Background: an optimization exercise with open tools, aiming at small area, a short achievable clock period and few clock cycles per item. Do not read the settings as production practice.
Power and IR drop assume default switching activity.

run A:
==> flow/design.v <==
package sigmoid_pkg;
  function automatic integer sig_one(input integer f);
    sig_one = 1 << f;
  endfunction
  function automatic integer sig_sat_pos(input integer f);
    sig_sat_pos = 4 << f;
  endfunction
  function automatic integer sig_sat_neg(input integer f);
    sig_sat_neg = -(4 << f);
  endfunction
endpackage
module sigmoid_core (
  input  logic [7:0] t,
  output logic [6:0] q
);
  wire t0 = (t[0] & t[5]) ^ (t[1] & t[4]);
  wire t1 = (t[0] & t[5]) & (t[1] & t[4]);
  wire t2 = (t[0] & t[6]) ^ (t[1] & t[5]);
  wire t3 = (t[0] & t[6]) & (t[1] & t[5]);
  wire t4 = (t[0] & t[7]) ^ (t[1] & t[6]) ^ (t[2] & t[5]);
  wire t5 = ((t[0] & t[7]) & (t[1] & t[6])) | ((t[0] & t[7]) & (t[2] & t[5])) | ((t[1] & t[6]) & (t[2] & t[5]));
  wire t6 = (t[1] & t[7]) ^ (t[2] & t[6]) ^ (t[3] & t[5]);
  wire t7 = ((t[1] & t[7]) & (t[2] & t[6])) | ((t[1] & t[7]) & (t[3] & t[5])) | ((t[2] & t[6]) & (t[3] & t[5]));
  wire t8 = (t[2] & t[7]) ^ (t[3] & t[6]) ^ (t[4] & t[5]);
  wire t9 = ((t[2] & t[7]) & (t[3] & t[6])) | ((t[2] & t[7]) & (t[4] & t[5])) | ((t[3] & t[6]) & (t[4] & t[5]));
  wire t10 = (t[0] & t[3]) ^ (t[1] & t[2]);
  wire t11 = (t[0] & t[3]) & (t[1] & t[2]);
  wire t12 = (t[0] & t[4]) ^ (t[1] & t[3]);
  wire t13 = (t[0] & t[4]) & (t[1] & t[3]);
  wire t14 = t0 ^ (t[2] & t[3]) ^ t[3];
  wire t15 = (t0 & (t[2] & t[3])) | (t0 & t[3]) | ((t[2] & t[3]) & t[3]);
  wire t16 = t1 ^ t2 ^ (t[2] & t[4]);
  wire t17 = (t1 & t2) | (t1 & (t[2] & t[4])) | (t2 & (t[2] & t[4]));
  wire t18 = t3 ^ t4 ^ (t[4] & ~t[3]);
  wire t19 = (t3 & t4) | (t3 & (t[4] & ~t[3])) | (t4 & (t[4] & ~t[3]));
  wire t20 = t5 ^ t6 ^ (t[3] & t[4]);
  wire t21 = (t5 & t6) | (t5 & (t[3] & t[4])) | (t6 & (t[3] & t[4]));
  wire t22 = t7 ^ t8 ^ t[5];
  wire t23 = (t7 & t8) | (t7 & t[5]) | (t8 & t[5]);
  wire t24 = t9 ^ (t[3] & t[7]) ^ (t[4] & t[6]);
  wire t25 = (t9 & (t[3] & t[7])) | (t9 & (t[4] & t[6])) | ((t[3] & t[7]) & (t[4] & t[6]));
  wire t26 = (t[4] & t[7]) ^ (t[5] & t[6]) ^ t[6];
  wire t27 = ((t[4] & t[7]) & (t[5] & t[6])) | ((t[4] & t[7]) & t[6]) | ((t[5] & t[6]) & t[6]);
  wire t28 = (t[0] & t[1]) ^ t[1];
  wire t29 = (t[0] & t[1]) & t[1];
  wire t30 = t10 ^ t[2];
  wire t31 = t10 & t[2];
  wire t32 = t11 ^ t12;
  wire t33 = t11 & t12;
  wire t34 = t13 ^ t14;
  wire t35 = t13 & t14;
  wire t36 = t15 ^ t16;
  wire t37 = t15 & t16;
  wire t38 = t17 ^ t18;
  wire t39 = t17 & t18;
  wire t40 = t19 ^ t20;
  wire t41 = t19 & t20;
  wire t42 = t21 ^ t22;
  wire t43 = t21 & t22;
  wire t44 = t23 ^ t24;
  wire t45 = t23 & t24;
  wire t46 = t25 ^ t26;
  wire t47 = t25 & t26;
  wire t48 = t27 ^ (t[5] & t[7]);
  wire t49 = t27 & (t[5] & t[7]);
  wire t50 = (t[6] & t[7]) ^ t[7];
  wire t51 = (t[6] & t[7]) & t[7];
  wire t52 = (t[0] & t[2]) & t29;
  wire t53 = (t[0] & t[2]) & t28;
  wire t54 = t33 | (t32 & t31);
  wire t55 = t32 & t30;
  wire t56 = t37 | (t36 & t35);
  wire t57 = t36 & t34;
  wire t58 = t41 | (t40 & t39);
  wire t59 = t40 & t38;
  wire t60 = t45 | (t44 & t43);
  wire t61 = t44 & t42;
  wire t62 = t49 | (t48 & t47);
  wire t63 = t48 & t46;
  wire t64 = t35 | (t34 & t54);
  wire t65 = t34 & t55;
  wire t66 = t56 | (t57 & t54);
  wire t67 = t57 & t55;
  wire t68 = t43 | (t42 & t58);
  wire t69 = t42 & t59;
  wire t70 = t60 | (t61 & t58);
  wire t71 = t61 & t59;
  wire t72 = t51 | (t50 & t62);
  wire t73 = t50 & t63;
  wire t74 = t31 | (t30 & t52);
  wire t75 = t54 | (t55 & t52);
  wire t76 = t64 | (t65 & t52);
  wire t77 = t66 | (t67 & t52);
  wire t78 = t47 | (t46 & t70);
  wire t79 = t46 & t71;
  wire t80 = t62 | (t63 & t70);
  wire t81 = t63 & t71;
  wire t82 = t72 | (t73 & t70);
  wire t83 = t73 & t71;
  wire t84 = t39 | (t38 & t77);
  wire t85 = t58 | (t59 & t77);
  wire t86 = t68 | (t69 & t77);
  wire t87 = t70 | (t71 & t77);
  wire t88 = t78 | (t79 & t77);
  wire t89 = t80 | (t81 & t77);
  wire t90 = t82 | (t83 & t77);
  wire t91 = (t[0] & t[2]) ^ t29;
  wire t92 = t30 ^ t52;
  wire t93 = t32 ^ t74;
  wire t94 = t34 ^ t75;
  wire t95 = t36 ^ t76;
  wire t96 = t38 ^ t77;
  wire t97 = t40 ^ t84;
  wire t98 = t42 ^ t85;
  wire t99 = t44 ^ t86;
  wire t100 = t46 ^ t87;
  wire t101 = t48 ^ t88;
  wire t102 = t50 ^ t89;
  assign q = {t90, t102, t101, t100, t99, t98, t97};
endmodule
module sigmoid_lane (
  input  logic        clk,
  input  logic        i_en,
  input  logic        i_mode,    
  input  logic [15:0] i_x,
  input  logic        r1_mode,   
  input  logic        r_mode,    
  output logic [15:0] o_y,
  output logic        o_sat
);
  logic       w_neg;
  logic       w_sat;
  logic [7:0] w_xs;      
  logic       w_lo;      
  logic [7:0] w_po;      
  logic [7:0] w_pa;      
  logic [7:0] w_t;
  assign w_neg = i_x[15];
  always_comb begin
    if (i_mode) begin
      w_sat = w_neg ? (~&i_x[14:9]  | ~|i_x[8:0]) : |i_x[14:9];
      w_xs  = i_x[8:1];
      w_lo  = i_x[0];
    end else begin
      w_sat = w_neg ? (~&i_x[14:10] | ~|i_x[9:0]) : |i_x[14:10];
      w_xs  = i_x[9:2];
      w_lo  = |i_x[1:0];
    end
    w_po[0] = 1'b0;
    w_pa[0] = 1'b1;
    for (int i = 1; i < 8; i++) begin
      w_po[i] = w_po[i-1] | w_xs[i-1];
      w_pa[i] = w_pa[i-1] & w_xs[i-1];
    end
    for (int i = 0; i < 8; i++)
      w_t[i] = w_xs[i] ^ (w_neg ? (w_lo & w_pa[i]) : w_po[i]);
    if (w_sat) w_t = 8'd1;
  end
  logic [7:0] r1_t;
  logic       r1_neg;
  logic       r1_sat;
  always_ff @(posedge clk) begin
    if (i_en) begin
      r1_t   <= w_t;
      r1_neg <= w_neg;
      r1_sat <= w_sat;
    end
  end
  logic [6:0] w_q;
  sigmoid_core u_core (
    .t (r1_t),
    .q (w_q)
  );
  logic [8:0] w_sc;
  assign w_sc = r1_mode ? {~|r1_t, w_q, 1'b0} : {1'b0, ~|r1_t, w_q};
  logic [8:0] r2_sc;
  logic       r2_neg;
  logic       r2_sat;
  always_ff @(posedge clk) begin
    if (i_en) begin
      r2_sc  <= w_sc;
      r2_neg <= r1_neg;
      r2_sat <= r1_sat;
    end
  end
  logic [9:0] w_p;
  logic       w_pos;
  assign w_pos = ~r2_neg;
  always_comb begin
    w_p[0] = 1'b0;
    w_p[1] = r2_sc[0];
    w_p[2] = |r2_sc[1:0];
    w_p[3] = |r2_sc[2:0];
    w_p[4] = |r2_sc[3:0];
    w_p[5] = w_p[4] | r2_sc[4];
    w_p[6] = w_p[4] | (|r2_sc[5:4]);
    w_p[7] = w_p[4] | (|r2_sc[6:4]);
    w_p[8] = w_p[4] | (|r2_sc[7:4]);
    w_p[9] = w_p[8] | r2_sc[8];
    for (int i = 0; i < 8; i++) o_y[i] = r2_sc[i] ^ (w_pos & w_p[i]);
    o_y[8]    = w_pos ? ~w_p[9] : (r_mode ^ r2_sc[8]);
    o_y[15:9] = {7{r2_neg & r_mode & ~r2_sc[8]}};
  end
  assign o_sat = r2_sat;
endmodule
module sigmoid_pipe #(
  parameter int W     = 16,
  parameter int F     = W / 2,
  parameter int LANES = 4
) (
  input  logic               clk,
  input  logic               rst,
  input  logic               in_valid,
  output logic               in_ready,
  input  logic [LANES*W-1:0] in_data,
  input  logic               in_mode,
  output logic               out_valid,
  input  logic               out_ready,
  output logic [LANES*W-1:0] out_data,
  output logic [LANES-1:0]   out_sat
);
  logic       w_en;
  logic [1:0] r_vld;
  logic [1:0] r_mode;
  logic       w_mode;
  assign w_mode = in_mode;
  assign w_en      = !r_vld[1] || out_ready;
  assign in_ready  = w_en;
  assign out_valid = r_vld[1];
  always_ff @(posedge clk) begin
    if (rst)       r_vld <= '0;
    else if (w_en) r_vld <= {r_vld[0], in_valid};
  end
  always_ff @(posedge clk) begin
    if (w_en) r_mode <= {r_mode[0], w_mode};
  end
  for (genvar g = 0; g < LANES; g++) begin : g_lane
    sigmoid_lane u_lane (
      .clk    (clk),
      .i_en   (w_en),
      .i_mode (w_mode),
      .i_x    (in_data[g*W +: W]),
      .r1_mode(r_mode[0]),
      .r_mode (r_mode[1]),
      .o_y    (out_data[g*W +: W]),
      .o_sat  (out_sat[g])
    );
  end
endmodule
export LEC_CHECK = 0
export ABC_AREA = 1
export CAP_MARGIN = 20
export CORE_MARGIN = 2
export CORE_UTILIZATION = 40
export SETUP_SLACK_MARGIN = 3.2
export SLEW_MARGIN = 20
create_clock -name core_clock -period 7.0 [get_ports {clk}]
standard.sh (not shown) runs the stock make flow with config.mk's settings and CLKGATE_MAP_FILE= SYNTH_SCRIPT=/design/flow/synth_recipe.tcl, a recipe that flattens the netlist after the stock synthesis.
==> flow/flow/run.sh <==
#!/bin/bash
# Layout flow: the standard ORFS flow (standard.sh) with three changes:
#  - synthesis leaves the adders to ABC (no ADDER_MAP_FILE, so no fa/ha cells) and maps the
#    logic with ABC's area mapper (flow/abc_map.script) in place of ORFS's ABC script;
#    everything else in the synthesis, registers included, is the standard flow's own synth_recipe.tcl;
#  - port buffers use the platform's plain buf_1 cell instead of the one buffer_ports picks;
#  - clock tree: small clock buffers and no dummy loads.
# Each step's full output goes to a log file of its own here; ORFS keeps its per-step logs
# under orfs/logs/.
set -euo pipefail
W=$PWD
export BUFFER_PORTS_ARGS="-buffer_cell sky130_fd_sc_hd__buf_1"
export CTS_ARGS="-sink_clustering_enable -repair_clock_nets -dont_use_dummy_load -buf_list {sky130_fd_sc_hd__clkbuf_4 sky130_fd_sc_hd__clkbuf_8} -root_buf sky130_fd_sc_hd__clkbuf_8"

# synth_recipe.tcl with every "abc -script X ..." call given flow/abc_map.script as X
cat > "$W/synth_abc.tcl" <<TCL
proc abc {args} {
  set i [lsearch -exact \$args -script]
  if {\$i >= 0} { set args [lreplace \$args [expr {\$i + 1}] [expr {\$i + 1}] {$W/flow/abc_map.script}] }
  yosys abc {*}\$args
}
source {$W/synth_recipe.tcl}
TCL
sed "s#SYNTH_SCRIPT=[^ ]*#SYNTH_SCRIPT=$W/synth_abc.tcl ADDER_MAP_FILE=#" standard.sh > my_standard.sh
grep -q "SYNTH_SCRIPT=$W/synth_abc.tcl ADDER_MAP_FILE=" my_standard.sh

bash my_standard.sh synth > synth.log 2>&1
bash my_standard.sh > layout.log 2>&1
==> flow/flow/abc_map.script <==
strash
&get -n
&deepsyn -T 60
&put
dch -f
amap
topo
stime -c
buffer -c
upsize -c
dnsize -c
The inputs of run B differ from those of run A as listed below.
diff --git a/flow/design.v b/flow/design.v
--- a/flow/design.v
+++ b/flow/design.v
@@ -120,13 +120,12 @@
 endmodule
 module sigmoid_lane (
   input  logic        clk,
   input  logic        i_en,
   input  logic        i_mode,    
   input  logic [15:0] i_x,
-  input  logic        r1_mode,   
   input  logic        r_mode,    
   output logic [15:0] o_y,
   output logic        o_sat
 );
   logic       w_neg;
   logic       w_sat;
@@ -151,13 +150,12 @@
     for (int i = 1; i < 8; i++) begin
       w_po[i] = w_po[i-1] | w_xs[i-1];
       w_pa[i] = w_pa[i-1] & w_xs[i-1];
     end
     for (int i = 0; i < 8; i++)
       w_t[i] = w_xs[i] ^ (w_neg ? (w_lo & w_pa[i]) : w_po[i]);
-    if (w_sat) w_t = 8'd1;
   end
   logic [7:0] r1_t;
   logic       r1_neg;
   logic       r1_sat;
   always_ff @(posedge clk) begin
     if (i_en) begin
@@ -168,41 +166,44 @@
   end
   logic [6:0] w_q;
   sigmoid_core u_core (
     .t (r1_t),
     .q (w_q)
   );
-  logic [8:0] w_sc;
-  assign w_sc = r1_mode ? {~|r1_t, w_q, 1'b0} : {1'b0, ~|r1_t, w_q};
-  logic [8:0] r2_sc;
+  logic [6:0] r2_q;
+  logic       r2_t8;
   logic       r2_neg;
   logic       r2_sat;
   always_ff @(posedge clk) begin
     if (i_en) begin
-      r2_sc  <= w_sc;
+      r2_q   <= w_q & {7{~r1_sat}};
+      r2_t8  <= ~|r1_t & ~r1_sat;
       r2_neg <= r1_neg;
       r2_sat <= r1_sat;
     end
   end
-  logic [9:0] w_p;
+  logic [7:0] w_p;
+  logic [8:0] w_sig;
   logic       w_pos;
   assign w_pos = ~r2_neg;
   always_comb begin
     w_p[0] = 1'b0;
-    w_p[1] = r2_sc[0];
-    w_p[2] = |r2_sc[1:0];
-    w_p[3] = |r2_sc[2:0];
-    w_p[4] = |r2_sc[3:0];
-    w_p[5] = w_p[4] | r2_sc[4];
-    w_p[6] = w_p[4] | (|r2_sc[5:4]);
-    w_p[7] = w_p[4] | (|r2_sc[6:4]);
-    w_p[8] = w_p[4] | (|r2_sc[7:4]);
-    w_p[9] = w_p[8] | r2_sc[8];
-    for (int i = 0; i < 8; i++) o_y[i] = r2_sc[i] ^ (w_pos & w_p[i]);
-    o_y[8]    = w_pos ? ~w_p[9] : (r_mode ^ r2_sc[8]);
-    o_y[15:9] = {7{r2_neg & r_mode & ~r2_sc[8]}};
+    w_p[1] = r2_q[0];
+    w_p[2] = |r2_q[1:0];
+    w_p[3] = |r2_q[2:0];
+    w_p[4] = |r2_q[3:0];
+    w_p[5] = w_p[4] | r2_q[4];
+    w_p[6] = w_p[4] | (|r2_q[5:4]);
+    w_p[7] = w_p[4] | (|r2_q[6:4]);
+    for (int i = 0; i < 7; i++) w_sig[i] = r2_q[i] ^ (w_pos & w_p[i]);
+    w_sig[7] = r2_t8 | (w_pos & w_p[7]);
+    w_sig[8] = w_pos & ~r2_t8 & ~w_p[7];
+  end
+  always_comb begin
+    if (r_mode) o_y = {{7{~w_sig[8] & ~w_sig[7]}}, ~w_sig[7], w_sig[6:0], 1'b0};   
+    else        o_y = {7'd0, w_sig};
   end
   assign o_sat = r2_sat;
 endmodule
 module sigmoid_pipe #(
   parameter int W     = 16,
   parameter int F     = W / 2,
@@ -237,13 +238,12 @@
   for (genvar g = 0; g < LANES; g++) begin : g_lane
     sigmoid_lane u_lane (
       .clk    (clk),
       .i_en   (w_en),
       .i_mode (w_mode),
       .i_x    (in_data[g*W +: W]),
-      .r1_mode(r_mode[0]),
       .r_mode (r_mode[1]),
       .o_y    (out_data[g*W +: W]),
       .o_sat  (out_sat[g])
     );
   end
 endmodule
==> comparison <==
Against run A, run B comes in about 4.4% lower on power of the sequential group. Run B went all the way through synthesis, placement and routing and the layout is clean on timing, DRC and antenna. In summary, run A completed successfully, with a layout that passed the timing, DRC and antenna checks. Run A ended up with in2reg as its type of the worst setup path; run B ended up with reg2out. There was hardly any difference in fmax between run B and run A. From run B to run A, total congestion overflow did not move at all. Comparing run A against run B, there is no change at all in non-clock buffer count. Period utilization essentially unchanged between run A and run B. When run B is measured against run A, its synthesized area turns out about 5.4% lower. Comparing run A and run B, routing usage on met1 is higher on run A. Run A → run B: worst clock skew on the final layout about even; cell area went down by about 5%. Run B against run A: async set-or-reset flop fraction in the synthesized netlist saw little to no change, synthesized cell count dropped 1.5%. [compare] base=run A new=run B: combinational fraction of design power has increased, overall die height has decreased, routed wire length has increased. Run A reports its cell with the biggest individual delay on the critical path as sky130_fd_sc_hd__o22ai_1 while run B reports sky130_fd_sc_hd__edfxtp_1.
No functional check of the RTL was part of any run of this note.

==> what the ideal ports hide <==
The results above use ideal ports. As a check the final layouts listed here were re-extracted and re-timed, cells and wires unchanged.
Step 1, drivers: a clkbuf_16 drives clk and a buf_2 each remaining input, both assumed.
Step 2 adds t to the input delays and takes it off the output delays; t is the mean of the earliest and latest rising clock arrival at the registers after step 1. Input paths then give back, and output paths get back, about the clock's delay inside the block.
Slacks: no drivers / after step 1 / after step 2; pairs: no drivers / after step 1.
run	shift t [ns]	setup WS [ns]	worst data-port slew with drivers (ns)
run A	0.377	3.314 / 3.264 / 2.887	0.10
run B	0.400	3.306 / 3.268 / 2.867	0.16
After both steps setup and hold are still met in every run listed. The setup slack of run B, which loses most, moves by -0.038 ns with the drivers and by -0.439 ns with both steps.
